From an optimization exercise on the open Yosys and OpenROAD flow, aimed at small area, a short achievable clock period and few clock cycles per item; shortcuts taken in it are not production practice.
RTL that was checked went through simulation tests only; none was proved equivalent to the original.
No activity file was given, so power comes from the tool's default toggle rates.

==> module pipe_prefix_adder, before the edit <==
module pipe_prefix_adder #(
  parameter int WIDTH     = 68,
  parameter int REG_EVERY = 2,
  parameter int TAG_W     = 4,
  parameter int BLK       = 8
) (
  input  logic             clk,
  input  logic             rst,
  input  logic             in_valid,
  output logic             in_ready,
  input  logic [WIDTH-1:0] a,
  input  logic [WIDTH-1:0] b,
  input  logic             cin,
  input  logic             op,
  input  logic [TAG_W-1:0] tag,
  output logic             out_valid,
  input  logic             out_ready,
  output logic [WIDTH-1:0] sum,
  output logic             cout,
  output logic             ovf,
  output logic             zero,
  output logic [TAG_W-1:0] tag_o
);
  localparam int NB = (WIDTH + BLK - 1) / BLK;
  function automatic integer lg2(input integer v);
    integer r;
    r = 0;
    while ((1 << r) < v) r = r + 1;
    lg2 = r;
  endfunction
  logic [WIDTH-1:0] bx, s0_d;
  logic [NB-1:0]    g_d;
  logic             c0;
  assign bx = op ? ~b : b;
  assign c0 = op | cin;
  for (genvar j = 0; j < NB; j++) begin : g_add
    localparam int LO = j * BLK;
    localparam int HI = (LO + BLK < WIDTH) ? LO + BLK - 1 : WIDTH - 1;
    localparam int N  = HI - LO + 1;
    logic ci;
    if (j == 0) begin : g_c0
      assign ci = c0;
    end else begin : g_cz
      assign ci = 1'b0;
    end
    assign {g_d[j], s0_d[HI:LO]} = {1'b0, a[HI:LO]} + {1'b0, bx[HI:LO]} + {{N{1'b0}}, ci};
  end
  logic             load;
  logic [WIDTH-1:0] s0_q;
  logic [NB-1:0]    g_q;
  logic             p_top_q;
  assign load     = ~out_valid | out_ready;
  assign in_ready = load;
  always_ff @(posedge clk or posedge rst) begin
    if (rst) out_valid <= 1'b0;
    else if (load) out_valid <= in_valid;
  end
  always_ff @(posedge clk) begin
    if (load) begin
      s0_q    <= s0_d;
      g_q     <= g_d;
      p_top_q <= a[WIDTH-1] ^ bx[WIDTH-1];
      tag_o   <= tag;
    end
  end
  logic [NB-1:0] bp, bz;
  logic [NB:0]   c;       
  for (genvar j = 0; j < NB; j++) begin : g_blk
    localparam int LO = j * BLK;
    localparam int HI = (LO + BLK < WIDTH) ? LO + BLK - 1 : WIDTH - 1;
    assign bp[j] = &s0_q[HI:LO];
    assign bz[j] = ~|s0_q[HI:LO];
  end
  localparam int LV = lg2(NB);
  logic [NB-1:0] pg [LV+1];
  logic [NB-1:0] pp [LV+1];
  assign pg[0] = g_q;
  assign pp[0] = {bp[NB-1:1], 1'b0};
  for (genvar l = 0; l < LV; l++) begin : g_pl
    for (genvar j = 0; j < NB; j++) begin : g_pj
      if (((j >> l) & 1) == 1) begin : g_cmb
        localparam int S = ((j >> l) << l) - 1;
        assign pg[l+1][j] = pg[l][j] | (pp[l][j] & pg[l][S]);
        assign pp[l+1][j] = pp[l][j] & pp[l][S];
      end else begin : g_pass
        assign pg[l+1][j] = pg[l][j];
        assign pp[l+1][j] = pp[l][j];
      end
    end
  end
  assign c = {pg[LV], 1'b0};
  for (genvar j = 0; j < NB; j++) begin : g_sum
    localparam int LO = j * BLK;
    localparam int HI = (LO + BLK < WIDTH) ? LO + BLK - 1 : WIDTH - 1;
    if (j == 0) begin : g_b0
      assign sum[HI:LO] = s0_q[HI:LO];
    end else begin : g_bj
      for (genvar i = LO; i <= HI; i++) begin : g_bit
        if (i == LO) begin : g_lo
          assign sum[i] = s0_q[i] ^ c[j];
        end else begin : g_hi
          assign sum[i] = s0_q[i] ^ (c[j] & (&s0_q[i-1:LO]));
        end
      end
    end
  end
  logic [NB-1:0] zb;
  assign zb[0] = bz[0];
  for (genvar j = 1; j < NB; j++) begin : g_zb
    assign zb[j] = c[j] ? bp[j] : bz[j];
  end
  assign cout = c[NB];
  assign ovf  = sum[WIDTH-1] ^ p_top_q ^ cout;
  assign zero = &zb;
endmodule
clock: 4.5 ns
lec_check: 0
abc_area: 1
cap_margin: 20
core_margin: 2
core_utilization: 40
setup_slack_margin: 1.5
slew_margin: 20
standard.sh (not shown) runs the stock make flow with config.mk's settings and CLKGATE_MAP_FILE= SYNTH_SCRIPT=/design/flow/synth_recipe.tcl, a recipe that flattens the netlist after the stock synthesis.
==> flow/flow/run.sh <==
#!/bin/bash
# The standard layout, with two changes:
#  - synthesis skips the full/half-adder extraction (ADDER_MAP_FILE empty),
#    leaving all arithmetic to abc; it is otherwise the standard synthesis;
#  - each port gets a buf_1 as its port buffer.
set -e
export BUFFER_PORTS_ARGS="-buffer_cell sky130_fd_sc_hd__buf_1"
ADDER_MAP_FILE= bash standard.sh synth > synth.log 2>&1
bash standard.sh > standard.log 2>&1
Then changed:
--- a/flow/design.v
+++ b/flow/design.v
@@ -2,7 +2,7 @@
   parameter int WIDTH     = 68,
   parameter int REG_EVERY = 2,
   parameter int TAG_W     = 4,
-  parameter int BLK       = 8
+  parameter int BLK       = 12
 ) (
   input  logic             clk,
   input  logic             rst,
Effect:
- clock power falls by 6.2%
- setup slack loses 0.029 ns
- sequential share of layout area falls by 2.6 points
- die area rises by 14%
- core utilization falls by 3.5 points
- sequential power hardly moves
- synthesized cell count rises by 18%
- clock-buffer cell count stays the same
- register-to-register slack gains 0.03 ns
- power falls by 0.79%
No run of this note included a check of the RTL's function; only the layout flow was run.

Setup of run 1:
pipe_prefix_adder, a different RTL version from the one above (not shown whole).
For scale: about 1100 cells after synthesis, about 76 flip-flops, roughly 220 I/O pins.
==> module pipe_prefix_adder, before the edit <==
module pipe_prefix_adder #(
  parameter int WIDTH     = 68,
  parameter int REG_EVERY = 2,
  parameter int TAG_W     = 4
) (
  input  logic             clk,
  input  logic             rst,
  input  logic             in_valid,
  output logic             in_ready,
  input  logic [WIDTH-1:0] a,
  input  logic [WIDTH-1:0] b,
  input  logic             cin,
  input  logic             op,
  input  logic [TAG_W-1:0] tag,
  output logic             out_valid,
  input  logic             out_ready,
  output logic [WIDTH-1:0] sum,
  output logic             cout,
  output logic             ovf,
  output logic             zero,
  output logic [TAG_W-1:0] tag_o
);
  logic [WIDTH-1:0] bx, s_d, p, k;
  logic             c0, c_d, v_d, z_d;
  logic             load;
  assign bx          = op ? ~b : b;
  assign c0          = op | cin;
  assign {c_d, s_d}  = {1'b0, a} + {1'b0, bx} + {{WIDTH{1'b0}}, c0};
  assign v_d         = (a[WIDTH-1] == bx[WIDTH-1]) && (s_d[WIDTH-1] != a[WIDTH-1]);
  assign p   = a ^ bx;
  assign k   = a | bx;
  assign z_d = ~|(p ^ {k[WIDTH-2:0], c0});
  assign load     = ~out_valid | out_ready;
  assign in_ready = load;
  always_ff @(posedge clk or posedge rst) begin
    if (rst) out_valid <= 1'b0;
    else if (load) out_valid <= in_valid;
  end
  always_ff @(posedge clk) begin
    if (load) begin
      sum   <= s_d;
      cout  <= c_d;
      ovf   <= v_d;
      zero  <= z_d;
      tag_o <= tag;
    end
  end
endmodule
==> flow/config.mk <==
export PLATFORM = sky130hd
export DESIGN_NAME = pipe_prefix_adder
export DESIGN_NICKNAME = pipe_prefix_adder
export VERILOG_FILES = /design/flow/design.v
export SDC_FILE = /design/flow/constraint.sdc
export NUM_CORES = 4
export LEC_CHECK = 0
export CAP_MARGIN = 20
export CORE_MARGIN = 2
export CORE_UTILIZATION = 40
export SLEW_MARGIN = 20
==> flow/constraint.sdc <==
create_clock -name core_clock -period 4.5 [get_ports {clk}]
set_input_delay 0.9000 -clock core_clock [delete_from_list [all_inputs] [get_ports {clk}]]
set_output_delay 0.9000 -clock core_clock [all_outputs]
set_load 0.01 [all_outputs]
run.sh (not shown) runs the stock make flow with config.mk's settings and CLKGATE_MAP_FILE= SYNTH_SCRIPT=/design/flow/synth_recipe.tcl, a recipe that flattens the netlist after the stock synthesis.
Stock flow here: none of the scripts above is used.
The flow did not stop early for run 1: all stages ran, and the layout cleared the timing, DRC and antenna checks.
Inputs modified between run 1 and run 2:
diff --git a/flow/design.v b/flow/design.v
--- a/flow/design.v
+++ b/flow/design.v
@@ -17,22 +17,19 @@
   output logic [WIDTH-1:0] sum,
   output logic             cout,
   output logic             ovf,
   output logic             zero,
   output logic [TAG_W-1:0] tag_o
 );
-  logic [WIDTH-1:0] bx, s_d, p, k;
-  logic             c0, c_d, v_d, z_d;
+  logic [WIDTH-1:0] bx, s_d;
+  logic             c_d, v_d, z_d;
   logic             load;
   assign bx          = op ? ~b : b;
-  assign c0          = op | cin;
-  assign {c_d, s_d}  = {1'b0, a} + {1'b0, bx} + {{WIDTH{1'b0}}, c0};
+  assign {c_d, s_d}  = {1'b0, a} + {1'b0, bx} + {{WIDTH{1'b0}}, (op | cin)};
   assign v_d         = (a[WIDTH-1] == bx[WIDTH-1]) && (s_d[WIDTH-1] != a[WIDTH-1]);
-  assign p   = a ^ bx;
-  assign k   = a | bx;
-  assign z_d = ~|(p ^ {k[WIDTH-2:0], c0});
+  assign z_d         = ~|s_d;
   assign load     = ~out_valid | out_ready;
   assign in_ready = load;
   always_ff @(posedge clk or posedge rst) begin
     if (rst) out_valid <= 1'b0;
     else if (load) out_valid <= in_valid;
   end
Results
- The final report for run 2 shows a completed flow and a layout that fails verification, specifically negative setup slack.
- Relative to run 1, area added between synthesis and finish has gone up in run 2.
- On final worst-path setup slack, run 1 beats run 2.
- Compared with run 1, run 2 degrades area of all placed cells without fillers.
- Between run 2 and run 1, it is run 2 whose actual transition at the worst max-transition pin is higher, by 0.35 ns.
- Run 2 ends up with a global-route usage that is 2.9 points higher than in run 1.
- Taking run 1 as 1.0, run 2 lands at 0.938 on global-route wire length before repair.
- In the tables for run 2 and run 1, post-layout minimum cycle time reads higher with run 2.
- Re share of power burned in the clock network: run 2 is 1.5 points down on run 1.
- Area of the mapped netlist delta for run 2 relative to run 1: 18% lower
- Via count on run 2 is behind run 1.
- Post-synthesis cell type count was lower in run 1 than in run 2.
- Run 2 vs. run 1: floorplan die width went down by about 9%.
- A leading cell type in the layout, fill and taps excluded of sky130_fd_sc_hd__clkdlybuf4s50_1 is what run 1 shows, while sky130_fd_sc_hd__buf_4 belongs to run 2.
- Looking at wire length across both flows, run 2 is the stronger of the two, with run 1 trailing.
- The final standard cell count with taps included and fillers excluded of run 2 and that of run 1 are within noise of each other.
Testbench counts of run 2, summed over its fixed seeds: cycles 24,008, items 24,000.
Only the layout flow was run in run 1; the RTL was not checked for function there.

== v6 ==
pipe_prefix_adder, a different RTL version from the one above (not shown whole).
Size: about 1500 cells after synthesis, about 220 I/O pins.
==> module pipe_prefix_adder, before the edit <==
module pipe_prefix_adder #(
  parameter int WIDTH     = 68,
  parameter int REG_EVERY = 2,
  parameter int TAG_W     = 4,
  parameter int BLK       = 4
) (
  input  logic             clk,
  input  logic             rst,
  input  logic             in_valid,
  output logic             in_ready,
  input  logic [WIDTH-1:0] a,
  input  logic [WIDTH-1:0] b,
  input  logic             cin,
  input  logic             op,
  input  logic [TAG_W-1:0] tag,
  output logic             out_valid,
  input  logic             out_ready,
  output logic [WIDTH-1:0] sum,
  output logic             cout,
  output logic             ovf,
  output logic             zero,
  output logic [TAG_W-1:0] tag_o
);
  localparam int NB = (WIDTH + BLK - 1) / BLK;
  function automatic integer lg2(input integer v);
    integer r;
    r = 0;
    while ((1 << r) < v) r = r + 1;
    lg2 = r;
  endfunction
  logic [WIDTH-1:0] bx, p, g, s0_d;
  logic             c0;
  assign bx = op ? ~b : b;
  assign c0 = op | cin;
  assign p  = a ^ bx;
  assign g  = a & bx;
  logic [NB:0] eg, ep;
  assign eg[0] = c0;
  assign ep[0] = 1'b0;
  logic [WIDTH-1:0] t, ga, gs;
  assign t  = a ^ b;
  assign ga = a & b;
  assign gs = a & ~b;
  for (genvar j = 0; j < NB; j++) begin : g_blk
    localparam int LO = j * BLK;
    localparam int HI = (LO + BLK < WIDTH) ? LO + BLK - 1 : WIDTH - 1;
    localparam int N  = HI - LO + 1;
    logic [N:0] lc;    
    if (j == 0) begin : g_ci
      assign lc[0] = c0;
    end else begin : g_cz
      assign lc[0] = 1'b0;
    end
    for (genvar i = 0; i < N; i++) begin : g_bit
      assign lc[i+1] = g[LO+i] | (p[LO+i] & lc[i]);
    end
    assign s0_d[HI:LO] = p[HI:LO] ^ lc[N-1:0];
    logic [N:0] ca, cs;
    assign ca[0] = 1'b0;
    assign cs[0] = 1'b0;
    for (genvar i = 0; i < N; i++) begin : g_gb
      assign ca[i+1] = ga[LO+i] | (t[LO+i] & ca[i]);
      assign cs[i+1] = gs[LO+i] | (~t[LO+i] & cs[i]);
    end
    assign eg[j+1] = op ? cs[N] : ca[N];
    assign ep[j+1] = op ? ~|t[HI:LO] : &t[HI:LO];
  end
  localparam int LV = lg2(NB + 1);
  logic [NB:0] pg [LV+1];
  logic [NB:0] pp [LV+1];
  assign pg[0] = eg;
  assign pp[0] = ep;
  for (genvar l = 0; l < LV; l++) begin : g_pl
    for (genvar j = 0; j <= NB; j++) begin : g_pj
      if (j >= (1 << l)) begin : g_cmb
        assign pg[l+1][j] = pg[l][j] | (pp[l][j] & pg[l][j-(1<<l)]);
        assign pp[l+1][j] = pp[l][j] & pp[l][j-(1<<l)];
      end else begin : g_pass
        assign pg[l+1][j] = pg[l][j];
        assign pp[l+1][j] = pp[l][j];
      end
    end
  end
  logic [NB:0] bc_d;
  assign bc_d = pg[LV];
  localparam int TLO = (NB - 1) * BLK;
  localparam int TN  = WIDTH - TLO;
  logic [TN-2:0] tg;
  for (genvar i = 0; i < TN - 1; i++) begin : g_tg
    if (i == TN - 2) begin : g_last
      assign tg[i] = g[TLO+i];
    end else begin : g_mid
      assign tg[i] = g[TLO+i] & (&p[WIDTH-2:TLO+i+1]);
    end
  end
  logic c_top;
  assign c_top = (|tg) | ((&p[WIDTH-2:TLO]) & bc_d[NB-1]);
  logic v_d;
  assign v_d = c_top ^ bc_d[NB];
  logic             load;
  logic [WIDTH-1:0] s0_q;
  logic [NB-1:1]    bc_q;
  assign load     = ~out_valid | out_ready;
  assign in_ready = load;
  always_ff @(posedge clk or posedge rst) begin
    if (rst) out_valid <= 1'b0;
    else if (load) out_valid <= in_valid;
  end
  always_ff @(posedge clk) begin
    if (load) begin
      s0_q  <= s0_d;
      bc_q  <= bc_d[NB-1:1];
      cout  <= bc_d[NB];
      ovf   <= v_d;
      tag_o <= tag;
    end
  end
  for (genvar j = 0; j < NB; j++) begin : g_sum
    localparam int LO = j * BLK;
    localparam int HI = (LO + BLK < WIDTH) ? LO + BLK - 1 : WIDTH - 1;
    if (j == 0) begin : g_b0
      assign sum[HI:LO] = s0_q[HI:LO];
    end else begin : g_bj
      for (genvar i = LO; i <= HI; i++) begin : g_bit
        if (i == LO) begin : g_lo
          assign sum[i] = s0_q[i] ^ bc_q[j];
        end else begin : g_hi
          assign sum[i] = s0_q[i] ^ (bc_q[j] & (&s0_q[i-1:LO]));
        end
      end
    end
  end
  logic [NB-1:0] zb;
  for (genvar j = 0; j < NB; j++) begin : g_zero
    localparam int LO = j * BLK;
    localparam int HI = (LO + BLK < WIDTH) ? LO + BLK - 1 : WIDTH - 1;
    if (j == 0) begin : g_z0
      assign zb[j] = ~|s0_q[HI:LO];
    end else begin : g_zj
      assign zb[j] = bc_q[j] ? (&s0_q[HI:LO]) : ~|s0_q[HI:LO];
    end
  end
  assign zero = &zb;
endmodule
clock: 4.5 ns
lec_check: 0
abc_area: 1
cap_margin: 20
core_margin: 2
core_utilization: 40
setup_slack_margin: 1.5
slew_margin: 20
standard.sh (not shown) runs the stock make flow with config.mk's settings and CLKGATE_MAP_FILE= SYNTH_SCRIPT=/design/flow/synth_recipe.tcl, a recipe that flattens the netlist after the stock synthesis.
==> flow/flow/run.sh <==
#!/bin/bash
# The standard layout, with two changes:
#  - synthesis skips the full/half-adder extraction (ADDER_MAP_FILE empty),
#    leaving all arithmetic to abc; it is otherwise the standard synthesis;
#  - each port gets a buf_2 as its port buffer.
set -e
export BUFFER_PORTS_ARGS="-buffer_cell sky130_fd_sc_hd__buf_2"
ADDER_MAP_FILE= bash standard.sh synth > synth.log 2>&1
bash standard.sh > standard.log 2>&1
Edits applied to the flow inputs when going from v6 to v7:
--- a/flow/design.v
+++ b/flow/design.v
@@ -38,8 +38,4 @@
   assign eg[0] = c0;
   assign ep[0] = 1'b0;
-  logic [WIDTH-1:0] t, ga, gs;
-  assign t  = a ^ b;
-  assign ga = a & b;
-  assign gs = a & ~b;
   for (genvar j = 0; j < NB; j++) begin : g_blk
     localparam int LO = j * BLK;
@@ -56,13 +52,15 @@
     end
     assign s0_d[HI:LO] = p[HI:LO] ^ lc[N-1:0];
-    logic [N:0] ca, cs;
-    assign ca[0] = 1'b0;
-    assign cs[0] = 1'b0;
-    for (genvar i = 0; i < N; i++) begin : g_gb
-      assign ca[i+1] = ga[LO+i] | (t[LO+i] & ca[i]);
-      assign cs[i+1] = gs[LO+i] | (~t[LO+i] & cs[i]);
+    if (j == 0) begin : g_g0
+      logic [N:0] gc;
+      assign gc[0] = 1'b0;
+      for (genvar i = 0; i < N; i++) begin : g_gb
+        assign gc[i+1] = g[LO+i] | (p[LO+i] & gc[i]);
+      end
+      assign eg[j+1] = gc[N];
+    end else begin : g_gj
+      assign eg[j+1] = lc[N];
     end
-    assign eg[j+1] = op ? cs[N] : ca[N];
-    assign ep[j+1] = op ? ~|t[HI:LO] : &t[HI:LO];
+    assign ep[j+1] = &p[HI:LO];
   end
   localparam int LV = lg2(NB + 1);
### Flow results
v7 consumes less power than v6 does. Per the comparison of v7 with v6, global-route usage lost 1.6 points, number of stages on the worst setup path now larger, number of clock buffers inserted by TritonCTS barely changed, final standard cell area without fillers decreased by about 18% relative to the old numbers, first-pass GRT wire length lost about 30%. v7 vs v6: part of the total power dissipated in the clock network up in v7.
Testbench counts of v7, summed over its fixed seeds: cycles 24,008, items 24,000.
The RTL of v6 was laid out without a check of its function.

## separate check: timing with driven ports
Ports are ideal in the flow. The routed layouts listed here were re-timed in OpenROAD. Step 1, drivers: a clkbuf_16 drives clk and a buf_2 each remaining input, both assumed. Step 2 moves the port delays by t, midway between the first and last clock arrival at a register: inputs arrive t later, outputs are due t later. That takes back most of the time a late clock gives input paths. a / b / c = no drivers / after step 1 / after step 2; a / b = the first two.
| run | shift t [ns] | setup slack, ns | latest minus earliest clock arrival (ns) | worst data-port slew with drivers (ns) | cell pins on the clock port's net |
|---|---|---|---|---|---|
| the first run of note 1 | 0.372 | 1.483 / 1.443 / 1.344 | 0.008 / 0.007 | 0.06 | 1 |
| the second run of note 1 | 0.379 | 1.454 / 1.413 / 1.429 | 0.010 / 0.009 | 0.05 | 1 |
| run 1 | 0.396 | 0.289 / 0.312 / -0.084 | 0.014 / 0.015 | 0.08 | 1 |
| run 2 | 0.388 | -0.336 / -0.337 / -0.724 | 0.015 / 0.015 | 0.06 | 1 |
| v6 | 0.393 | 1.473 / 1.428 / 1.356 | 0.011 / 0.012 | 0.07 | 1 |
| v7 | 0.388 | 1.571 / 1.532 / 1.144 | 0.009 / 0.010 | 0.09 | 1 |
With both steps, setup timing fails in run 1, where it was met with ideal ports. The setup slack of v7, which loses most, moves by -0.039 ns with the drivers and by -0.427 ns with both steps.
